From an optimization exercise on the open Yosys and OpenROAD flow, aimed at small area, a short achievable clock period and few clock cycles per item; shortcuts taken in it are not production practice. RTL that was checked went through simulation tests only; none was proved equivalent to the original. Power figures rest on the tool's default switching activity, not on a simulated workload.

==> inputs of run a <==
Design meter_telegram_line_parser_top, start of the top module:
module meter_telegram_line_parser_top #(
   parameter int VALUE_CHARS = 15
) (
   input  logic        clock,
   input  logic        reset,
   input  logic        req_tvalid,
   output logic        req_tready,
   input  logic [7:0]  req_tdata,    
   output logic        rsp_tvalid,
   input  logic        rsp_tready,
   output logic [55:0] rsp_tdata,    
   output logic        rsp_tuser     
);
   localparam int VALUE_BITS = 48;
   localparam logic [VALUE_BITS-1:0] VALUE_MAX = {VALUE_BITS{1'b1}};
   localparam logic [7:0] CHAR_NEWLINE = 8'h0A;
   localparam logic [7:0] CHAR_NUL     = 8'h00;
   localparam logic [7:0] CHAR_SLASH   = 8'h2F;
   localparam logic [7:0] CHAR_BANG    = 8'h21;
   localparam logic [7:0] CHAR_OPEN    = 8'h28;
   localparam logic [7:0] CHAR_CLOSE   = 8'h29;
   localparam logic [7:0] CHAR_STAR    = 8'h2A;
   localparam logic [7:0] CHAR_POINT   = 8'h2E;
   localparam logic [15:0] CRC_POLY = 16'hA001;
   localparam logic [15:0] CRC_INIT = 16'h0000;
   function automatic logic [15:0] crc_byte(input logic [15:0] c, input logic [7:0] b);
      logic [15:0] r;
      integer k;
      r = c ^ {8'h00, b};
      for (k = 0; k < 8; k = k + 1) begin
         r = r[0] ? ((r >> 1) ^ CRC_POLY) : (r >> 1);
      end
      crc_byte = r;
   endfunction
   function automatic logic [3:0] code_len(input logic [4:0] r);
      if (r >= 5'd1 && r <= 5'd12) code_len = 4'd9;
  ...
==> module mtlp_scale, before the edit <==
module mtlp_scale (
   input  logic [47:0] in_value,
   input  logic [3:0]  in_digit,
   output logic [47:0] out_value
);
   localparam int VALUE_BITS = 48;
   localparam logic [VALUE_BITS-1:0] VALUE_MAX = {VALUE_BITS{1'b1}};
   localparam logic [7:0] CHAR_NEWLINE = 8'h0A;
   localparam logic [7:0] CHAR_NUL     = 8'h00;
   localparam logic [7:0] CHAR_SLASH   = 8'h2F;
   localparam logic [7:0] CHAR_BANG    = 8'h21;
   localparam logic [7:0] CHAR_OPEN    = 8'h28;
   localparam logic [7:0] CHAR_CLOSE   = 8'h29;
   localparam logic [7:0] CHAR_STAR    = 8'h2A;
   localparam logic [7:0] CHAR_POINT   = 8'h2E;
   localparam logic [15:0] CRC_POLY = 16'hA001;
   localparam logic [15:0] CRC_INIT = 16'h0000;
   function automatic logic [15:0] crc_byte(input logic [15:0] c, input logic [7:0] b);
      logic [15:0] r;
      integer k;
      r = c ^ {8'h00, b};
      for (k = 0; k < 8; k = k + 1) begin
         r = r[0] ? ((r >> 1) ^ CRC_POLY) : (r >> 1);
      end
      crc_byte = r;
   endfunction
   function automatic logic [3:0] code_len(input logic [4:0] r);
      if (r >= 5'd1 && r <= 5'd12) code_len = 4'd9;
      else if ((r >= 5'd13 && r <= 5'd18) || r == 5'd20) code_len = 4'd10;
      else code_len = 4'd11;
   endfunction
   localparam int W = 45;
   localparam logic [47:0] TENTH = 48'h1999_9999_9999;    
   logic [2:0]   lo;
   logic         c1, c3, cin;
   logic [W-1:0] a, b, s;
   logic [W-1:0] g, p, p0;
   logic         ovf;
   assign lo[0] = in_digit[0];
   assign lo[1] = in_digit[1] ^ in_value[0];
   assign c1    = in_digit[1] & in_value[0];
   assign lo[2] = in_digit[2] ^ in_value[1] ^ c1;
   assign c3    = (in_digit[2] & in_value[1]) | (c1 & (in_digit[2] ^ in_value[1]));
   assign cin   = c3 | in_digit[3];
   assign a = in_value[44:0];
   assign b = in_value[46:2];
   always_comb begin
      p0 = a ^ b;
      g  = a & b;
      p  = p0;
      for (int i = 1; (1 << i) <= W; i++) begin
         for (int j = (1 << i) - 1; j < W; j += (1 << i)) begin
            g[j] = g[j] | (p[j] & g[j - (1 << (i - 1))]);
            p[j] = p[j] & p[j - (1 << (i - 1))];
         end
      end
      for (int i = $clog2(W); i > 0; i--) begin
         for (int j = (1 << i) + (1 << (i - 1)) - 1; j < W; j += (1 << i)) begin
            g[j] = g[j] | (p[j] & g[j - (1 << (i - 1))]);
            p[j] = p[j] & p[j - (1 << (i - 1))];
         end
      end
      s = p0 ^ {g[W-2:0] | (p[W-2:0] & {(W-1){cin}}), cin};
   end
   assign ovf = (in_value > TENTH) || (in_value == TENTH && in_digit >= 4'd6);
   assign out_value = ovf ? VALUE_MAX : {s, lo};
endmodule
==> module meter_telegram_line_parser_top, before the edit <==
module meter_telegram_line_parser_top #(
   parameter int VALUE_CHARS = 15
) (
   input  logic        clock,
   input  logic        reset,
   input  logic        req_tvalid,
   output logic        req_tready,
   input  logic [7:0]  req_tdata,    
   output logic        rsp_tvalid,
   input  logic        rsp_tready,
   output logic [55:0] rsp_tdata,    
   output logic        rsp_tuser     
);
   localparam int VALUE_BITS = 48;
   localparam logic [VALUE_BITS-1:0] VALUE_MAX = {VALUE_BITS{1'b1}};
   localparam logic [7:0] CHAR_NEWLINE = 8'h0A;
   localparam logic [7:0] CHAR_NUL     = 8'h00;
   localparam logic [7:0] CHAR_SLASH   = 8'h2F;
   localparam logic [7:0] CHAR_BANG    = 8'h21;
   localparam logic [7:0] CHAR_OPEN    = 8'h28;
   localparam logic [7:0] CHAR_CLOSE   = 8'h29;
   localparam logic [7:0] CHAR_STAR    = 8'h2A;
   localparam logic [7:0] CHAR_POINT   = 8'h2E;
   localparam logic [15:0] CRC_POLY = 16'hA001;
   localparam logic [15:0] CRC_INIT = 16'h0000;
   function automatic logic [15:0] crc_byte(input logic [15:0] c, input logic [7:0] b);
      logic [15:0] r;
      integer k;
      r = c ^ {8'h00, b};
      for (k = 0; k < 8; k = k + 1) begin
         r = r[0] ? ((r >> 1) ^ CRC_POLY) : (r >> 1);
      end
      crc_byte = r;
   endfunction
   function automatic logic [3:0] code_len(input logic [4:0] r);
      if (r >= 5'd1 && r <= 5'd12) code_len = 4'd9;
      else if ((r >= 5'd13 && r <= 5'd18) || r == 5'd20) code_len = 4'd10;
      else code_len = 4'd11;
   endfunction
   logic       in_valid_ff;
   logic [7:0] in_byte_ff;
   logic       in_sync_ff;     
   logic       hold_off;
   logic       fire;
   logic       busy;
   logic       crc_frozen;
   logic       crc_match;
   logic        out_kind;
   logic [4:0]  out_field_id;
   logic [47:0] out_value;
   logic        out_checksum_ok;
   assign hold_off   = busy && in_sync_ff;
   assign fire       = in_valid_ff && !hold_off;
   assign req_tready = !in_valid_ff || !hold_off;
   always_ff @(posedge clock) begin
      if (reset) begin
         in_valid_ff <= 1'b0;
      end else if (req_tready) begin
         in_valid_ff <= req_tvalid;
      end
   end
   always_ff @(posedge clock) begin
      if (req_tready) begin
         in_byte_ff <= req_tdata;
         in_sync_ff <= (req_tdata == CHAR_NEWLINE) || (req_tdata == CHAR_OPEN);
      end
   end
   mtlp_crc u_crc (
      .clock            (clock),
      .reset            (reset),
      .in_fire          (fire),
      .in_byte          (in_byte_ff),
      .status_frozen    (crc_frozen),
      .status_crc_match (crc_match)
   );
   mtlp_line u_line (
      .clock           (clock),
      .reset           (reset),
      .in_fire         (fire),
      .in_byte         (in_byte_ff),
      .crc_frozen      (crc_frozen),
      .crc_match       (crc_match),
      .busy            (busy),
      .out_valid       (rsp_tvalid),
      .out_ready       (rsp_tready),
      .out_kind        (out_kind),
      .out_field_id    (out_field_id),
      .out_value       (out_value),
      .out_checksum_ok (out_checksum_ok)
   );
   assign rsp_tdata = {2'b00, out_checksum_ok, out_value, out_field_id};
   assign rsp_tuser = out_kind;
endmodule
clock: 8.0 ns
lec_check: 0
cap_margin: 20
core_margin: 2
core_utilization: 40
slew_margin: 20
run.sh (not shown) runs the stock make flow with config.mk's settings and CLKGATE_MAP_FILE= SYNTH_SCRIPT=/design/flow/synth_recipe.tcl, a recipe that flattens the netlist after the stock synthesis.
==> run b: changes against run a <==
--- a/flow/design.v
+++ b/flow/design.v
@@ -406,27 +406,28 @@
    assign cin   = c3 | in_digit[3];
    assign a = in_value[44:0];
    assign b = in_value[46:2];
    always_comb begin
       p0 = a ^ b;
       g  = a & b;
       p  = p0;
+      g[0] = g[0] | (p0[0] & cin);
       for (int i = 1; (1 << i) <= W; i++) begin
          for (int j = (1 << i) - 1; j < W; j += (1 << i)) begin
             g[j] = g[j] | (p[j] & g[j - (1 << (i - 1))]);
             p[j] = p[j] & p[j - (1 << (i - 1))];
          end
       end
       for (int i = $clog2(W); i > 0; i--) begin
          for (int j = (1 << i) + (1 << (i - 1)) - 1; j < W; j += (1 << i)) begin
             g[j] = g[j] | (p[j] & g[j - (1 << (i - 1))]);
             p[j] = p[j] & p[j - (1 << (i - 1))];
          end
       end
-      s = p0 ^ {g[W-2:0] | (p[W-2:0] & {(W-1){cin}}), cin};
+      s = p0 ^ {g[W-2:0], cin};
    end
    assign ovf = (in_value > TENTH) || (in_value == TENTH && in_digit >= 4'd6);
    assign out_value = ovf ? VALUE_MAX : {s, lo};
 endmodule
 module meter_telegram_line_parser_top #(
    parameter int VALUE_CHARS = 15
 ) (
@@ -464,38 +465,36 @@
    function automatic logic [3:0] code_len(input logic [4:0] r);
       if (r >= 5'd1 && r <= 5'd12) code_len = 4'd9;
       else if ((r >= 5'd13 && r <= 5'd18) || r == 5'd20) code_len = 4'd10;
       else code_len = 4'd11;
    endfunction
    logic       in_valid_ff;
    logic [7:0] in_byte_ff;
-   logic       in_sync_ff;     
    logic       hold_off;
    logic       fire;
    logic       busy;
    logic       crc_frozen;
    logic       crc_match;
    logic        out_kind;
    logic [4:0]  out_field_id;
    logic [47:0] out_value;
    logic        out_checksum_ok;
-   assign hold_off   = busy && in_sync_ff;
+   assign hold_off   = busy && (in_byte_ff == CHAR_NEWLINE || in_byte_ff == CHAR_OPEN);
    assign fire       = in_valid_ff && !hold_off;
    assign req_tready = !in_valid_ff || !hold_off;
    always_ff @(posedge clock) begin
       if (reset) begin
          in_valid_ff <= 1'b0;
       end else if (req_tready) begin
          in_valid_ff <= req_tvalid;
       end
    end
    always_ff @(posedge clock) begin
       if (req_tready) begin
          in_byte_ff <= req_tdata;
-         in_sync_ff <= (req_tdata == CHAR_NEWLINE) || (req_tdata == CHAR_OPEN);
       end
    end
    mtlp_crc u_crc (
       .clock            (clock),
       .reset            (reset),
       .in_fire          (fire),
       .in_byte          (in_byte_ff),
--- a/flow/config.mk
+++ b/flow/config.mk
@@ -4,8 +4,9 @@
 export VERILOG_FILES = /design/flow/design.v
 export SDC_FILE = /design/flow/constraint.sdc
 export NUM_CORES = 4
 export LEC_CHECK = 0
 export CAP_MARGIN = 20
 export CORE_MARGIN = 2
 export CORE_UTILIZATION = 40
+export SETUP_SLACK_MARGIN = 4.5
 export SLEW_MARGIN = 20
==> run c: changes against run a <==
--- a/flow/design.v
+++ b/flow/design.v
@@ -87,39 +87,39 @@
             frozen_ff <= 1'b0;
          end else if (in_byte == CHAR_SLASH || !frozen_ff) begin
             crc_ff    <= crc_next;
             frozen_ff <= (in_byte == CHAR_BANG);
          end
       end
    end
+   logic [4:0] eq_cur;
+   assign eq_cur = (cnt_ff == 3'd0) ? {1'b1, crc_ff[15:12] == 4'h0, crc_ff[15:8] == 8'h00,
+                                       crc_ff[15:4] == 12'h000, crc_ff == 16'h0000}
+                                    : eq_ff;
    always_ff @(posedge clock) begin
       if (in_fire) begin
          if (!frozen_ff) begin
-            cnt_ff   <= 3'd0;
-            eq_ff[0] <= (crc_next == 16'h0000);
-            eq_ff[1] <= (crc_next[15:4] == 12'h000);
-            eq_ff[2] <= (crc_next[15:8] == 8'h00);
-            eq_ff[3] <= (crc_next[15:12] == 4'h0);
-            eq_ff[4] <= 1'b1;
+            cnt_ff <= 3'd0;
          end else if (!cnt_ff[2]) begin
+            eq_ff <= eq_cur;
             if (hex_valid) begin
                cnt_ff   <= cnt_ff + 3'd1;
-               eq_ff[0] <= eq_ff[1] && (crc_ff[3:0] == hex_val);
-               eq_ff[1] <= eq_ff[2] && (crc_ff[7:4] == hex_val);
-               eq_ff[2] <= eq_ff[3] && (crc_ff[11:8] == hex_val);
-               eq_ff[3] <= eq_ff[4] && (crc_ff[15:12] == hex_val);
-               eq_ff[4] <= eq_ff[4] && (hex_val == 4'h0);
+               eq_ff[0] <= eq_cur[1] && (crc_ff[3:0] == hex_val);
+               eq_ff[1] <= eq_cur[2] && (crc_ff[7:4] == hex_val);
+               eq_ff[2] <= eq_cur[3] && (crc_ff[11:8] == hex_val);
+               eq_ff[3] <= eq_cur[4] && (crc_ff[15:12] == hex_val);
+               eq_ff[4] <= eq_cur[4] && (hex_val == 4'h0);
             end else begin
                cnt_ff <= 3'd4;
             end
          end
       end
    end
    assign status_frozen    = frozen_ff;
-   assign status_crc_match = eq_ff[0];
+   assign status_crc_match = eq_cur[0];
 endmodule
 module mtlp_line (
    input  logic        clock,
    input  logic        reset,
    input  logic        in_fire,
    input  logic [7:0]  in_byte,
    input  logic        crc_frozen,
@@ -154,30 +154,34 @@
       crc_byte = r;
    endfunction
    function automatic logic [3:0] code_len(input logic [4:0] r);
       if (r >= 5'd1 && r <= 5'd12) code_len = 4'd9;
       else if ((r >= 5'd13 && r <= 5'd18) || r == 5'd20) code_len = 4'd10;
       else code_len = 4'd11;
    endfunction
+   logic [4:0]  cnt_ff;
    logic [3:0]  pos_ff;
    logic [4:0]  r_ff;
-   logic        alive_ff;
+   logic        alive_ff;      
+   logic        hit_ff;        
    logic        open_ff, closed_ff, bad_ff, point_ff, stopped_ff;
    logic [1:0]  frac_ff;
    logic [4:0]  tlen_ff;
+   assign pos_ff  = cnt_ff[3:0];
+   assign tlen_ff = cnt_ff;
    logic [47:0] acc_ff;
    logic        valid_ff, scaling_ff, kind_ff, ok_ff;
    logic [4:0]  id_ff;
    logic        hit, unit, good, star;
    logic [4:0]  hit_id;
    logic        is_digit, is_end, is_newline, is_open;
    logic        step;
    logic [3:0]  step_digit;
    logic [47:0] acc_step;
-   assign hit    = alive_ff && (pos_ff >= code_len(r_ff));
+   assign hit    = hit_ff;
    assign hit_id = r_ff;
    assign unit   = hit && (hit_id >= 5'd1) && (hit_id <= 5'd18);
    assign star   = unit;
    assign good   = open_ff && closed_ff && !bad_ff && !tlen_ff[4];
    assign is_newline = (in_byte == CHAR_NEWLINE);
    assign is_open    = (in_byte == CHAR_OPEN);
    assign is_digit   = (in_byte >= 8'h30) && (in_byte <= 8'h39);
@@ -196,14 +200,19 @@
                        is_digit && (!point_ff || (star && frac_ff != 2'd3 && !stopped_ff));
    logic       dig, dot, m;
    logic [3:0] dv;
    logic [4:0] r_next;
    assign dig = (in_byte[7:4] == 4'h3) && (in_byte[3:0] <= 4'd9);
    assign dv  = in_byte[3:0];
    assign dot = (in_byte == CHAR_POINT);
+   logic done_next;
+   assign done_next = (pos_ff == 4'd8 && r_ff != 5'd0 && r_ff <= 5'd12) ||
+                      (pos_ff == 4'd9 && ((r_ff >= 5'd13 && r_ff <= 5'd18) ||
+                                          (r_ff == 5'd19 && dv == 4'd9))) ||
+                      (pos_ff == 4'd10);
    always_comb begin
       m      = 1'b0;
       r_next = r_ff;
       case (pos_ff)
          4'd0: begin m = dig && dv <= 4'd1; r_next = {4'd0, dv[0]}; end
          4'd1: m = (in_byte == 8'h2D);
          4'd2: m = dig && dv == 4'd0;
@@ -267,49 +276,53 @@
             else m = dot;
          end
          default: m = dig && (dv == ((r_ff == 5'd19) ? 4'd1 : 4'd0));
       endcase
    end
    always_ff @(posedge clock) begin
       if (reset) begin
-         pos_ff   <= 4'd0;
+         cnt_ff   <= 5'd0;
          r_ff     <= 5'd0;
          alive_ff <= 1'b1;
+         hit_ff   <= 1'b0;
          open_ff  <= 1'b0;
       end else if (in_fire) begin
          if (is_newline) begin
-            pos_ff   <= 4'd0;
+            cnt_ff   <= 5'd0;
             r_ff     <= 5'd0;
             alive_ff <= 1'b1;
+            hit_ff   <= 1'b0;
             open_ff  <= 1'b0;
          end else begin
-            if (pos_ff != 4'd15) pos_ff <= pos_ff + 4'd1;
+            if (is_open) cnt_ff <= 5'd0;
+            else if (!open_ff) begin
+               if (pos_ff != 4'd15) cnt_ff <= cnt_ff + 5'd1;
+            end else if (!closed_ff && !is_end && !cnt_ff[4]) cnt_ff <= cnt_ff + 5'd1;
             if (alive_ff && !hit) begin
                alive_ff <= m;
+               hit_ff   <= m && done_next;
                r_ff     <= r_next;
             end
             if (is_open) open_ff <= 1'b1;
          end
       end
    end
    always_ff @(posedge clock) begin
       if (in_fire && !is_newline) begin
          if (is_open) begin
-            tlen_ff    <= 5'd0;
             stopped_ff <= 1'b0;
             point_ff   <= 1'b0;
             bad_ff     <= 1'b0;
             closed_ff  <= 1'b0;
          end else if (!open_ff) begin
          end else if (closed_ff) begin
             if (is_end) bad_ff <= 1'b1;
          end else if (is_end) begin
             closed_ff <= 1'b1;
          end else begin
-            if (!tlen_ff[4]) tlen_ff <= tlen_ff + 5'd1;
             if (is_digit) begin
             end else if (in_byte == CHAR_POINT || in_byte == CHAR_NUL) begin
                if (point_ff || in_byte == CHAR_NUL) stopped_ff <= stopped_ff || star;
                point_ff <= 1'b1;
             end else begin
                bad_ff <= 1'b1;
             end
==> flow/flow/run.sh (new file) <==
#!/bin/bash
# The standard layout, with the port buffers made of the smallest plain buffer
# (sky130_fd_sc_hd__buf_1) instead of the cell buffer_ports picks by itself.
set -euo pipefail
bash standard.sh synth > synth.log 2>&1
bash standard.sh BUFFER_PORTS_ARGS="-buffer_cell sky130_fd_sc_hd__buf_1" finish > layout.log 2>&1
==> flow/standard.sh (new file) <==
#!/bin/bash
# synth_recipe.tcl (not shown) runs the flow's synth.tcl, then flattens the netlist and writes it again
# the make line also repeats each setting of config.mk as NAME=value (left out here)
make -C /OpenROAD-flow-scripts/flow DESIGN_CONFIG=/design/flow/config.mk WORK_HOME=/design/flow/orfs CLKGATE_MAP_FILE= SYNTH_SCRIPT=/design/flow/synth_recipe.tcl "${@:-finish}"
==> flow/config.mk (replaced) <==
export PLATFORM = sky130hd
export DESIGN_NAME = meter_telegram_line_parser_top
export DESIGN_NICKNAME = meter_telegram_line_parser_top
export VERILOG_FILES = /design/flow/design.v
export SDC_FILE = /design/flow/constraint.sdc
export NUM_CORES = 4
export LEC_CHECK = 0
export CAP_MARGIN = 20
export CORE_MARGIN = 2
export CORE_UTILIZATION = 60
export CTS_BUF_LIST = sky130_fd_sc_hd__clkbuf_8
export PLACE_DENSITY = 0.75
export SETUP_SLACK_MARGIN = 5
export SLEW_MARGIN = 20
removed: flow/run.sh
==> comparison table <==
metric	run a	run c	run b
Run status	no timing/DRC/antenna violations	no timing/DRC/antenna violations	no timing/DRC/antenna violations
Multiplexer share of the synthesized area	0.809%	1.19%	1.15%
Proportion of layout cells with a drive suffix above 1	5.83%	12.8%	22.1%
Number of filler instances in the final layout	2070	1183	1955
DIE HEIGHT	151 µm	124 µm	153 µm
End point of the most critical hold path	u_line.ok_ff	u_line.alive_ff	u_line.frac_ff[1]
Power density over cell area	204 nW/µm²	160 nW/µm²	183 nW/µm²
Via count normalized by instance count	5.85	6.39	6.12
Final weighted congestion in routability-driven placement	0.907	1.00	0.956
Total area of sequential cells	2610 µm²	2540 µm²	2610 µm²
Max_slew headroom	46.0%	49.9%	14.4%
Sequential cell area share	25.8%	26.2%	22.3%
Layout-stage area growth over the synthesis result	16.8%	12.1%	31.1%
Number of standard cells after synthesis	1062	1082	1040
Drt pass-1 iters	5	6	6
Crit-path max cell delay	640 ps	440 ps	450 ps
Cell area after placement	9490 µm²	8950 µm²	9760 µm²
Clock power share	40.3%	23.0%	34.8%
R2R Path Start	u_line.r_ff[3]	in_byte_ff[1]	in_byte_ff[1]
Sequential Power Share	33.8%	43.3%	33.4%
Total instance count after detailed placement	1357	1280	1328
Testbench counts of run a, summed over its fixed seeds: cycles 65,003, bytes 64,983.
Testbench counts of run c, summed over its fixed seeds: cycles 65,003, bytes 64,983.
No functional check of the RTL was part of run b.

==> separate check: timing with driven ports <==
In the flow no input, the clock included, has a driving cell. The finished layouts below were timed again as built, in two steps.
Step 1 (the two cells are an assumption about what drives the block):
set clk [get_ports {clock}]
set_driving_cell -lib_cell sky130_fd_sc_hd__clkbuf_16 $clk
set_driving_cell -lib_cell sky130_fd_sc_hd__buf_2 [delete_from_list [all_inputs] $clk]
Step 2 times the ports against the registers' clock, not the clock port: input delays grow and output delays shrink by t, the midpoint of the rising clock arrivals with the driver on.
Three values: ideal ports, drivers, drivers and shift; two values: the first two.
run | t, ns | slack for setup (ns) | hold slack, ns | worst setup path after step 2 | clock arrival spread, ns
run a | 0.459 | 3.229 / 3.229 / 3.229 | 0.520 / 0.520 / 0.520 | register to register | 0.012 / 0.012
run b | 0.475 | 3.695 / 3.695 / 3.695 | 0.524 / 0.524 / 0.524 | register to register | 0.011 / 0.011
run c | 0.433 | 5.019 / 5.019 / 5.019 | 0.503 / 0.503 / 0.503 | register to register | 0.018 / 0.019
After both steps setup and hold are still met in every run listed.
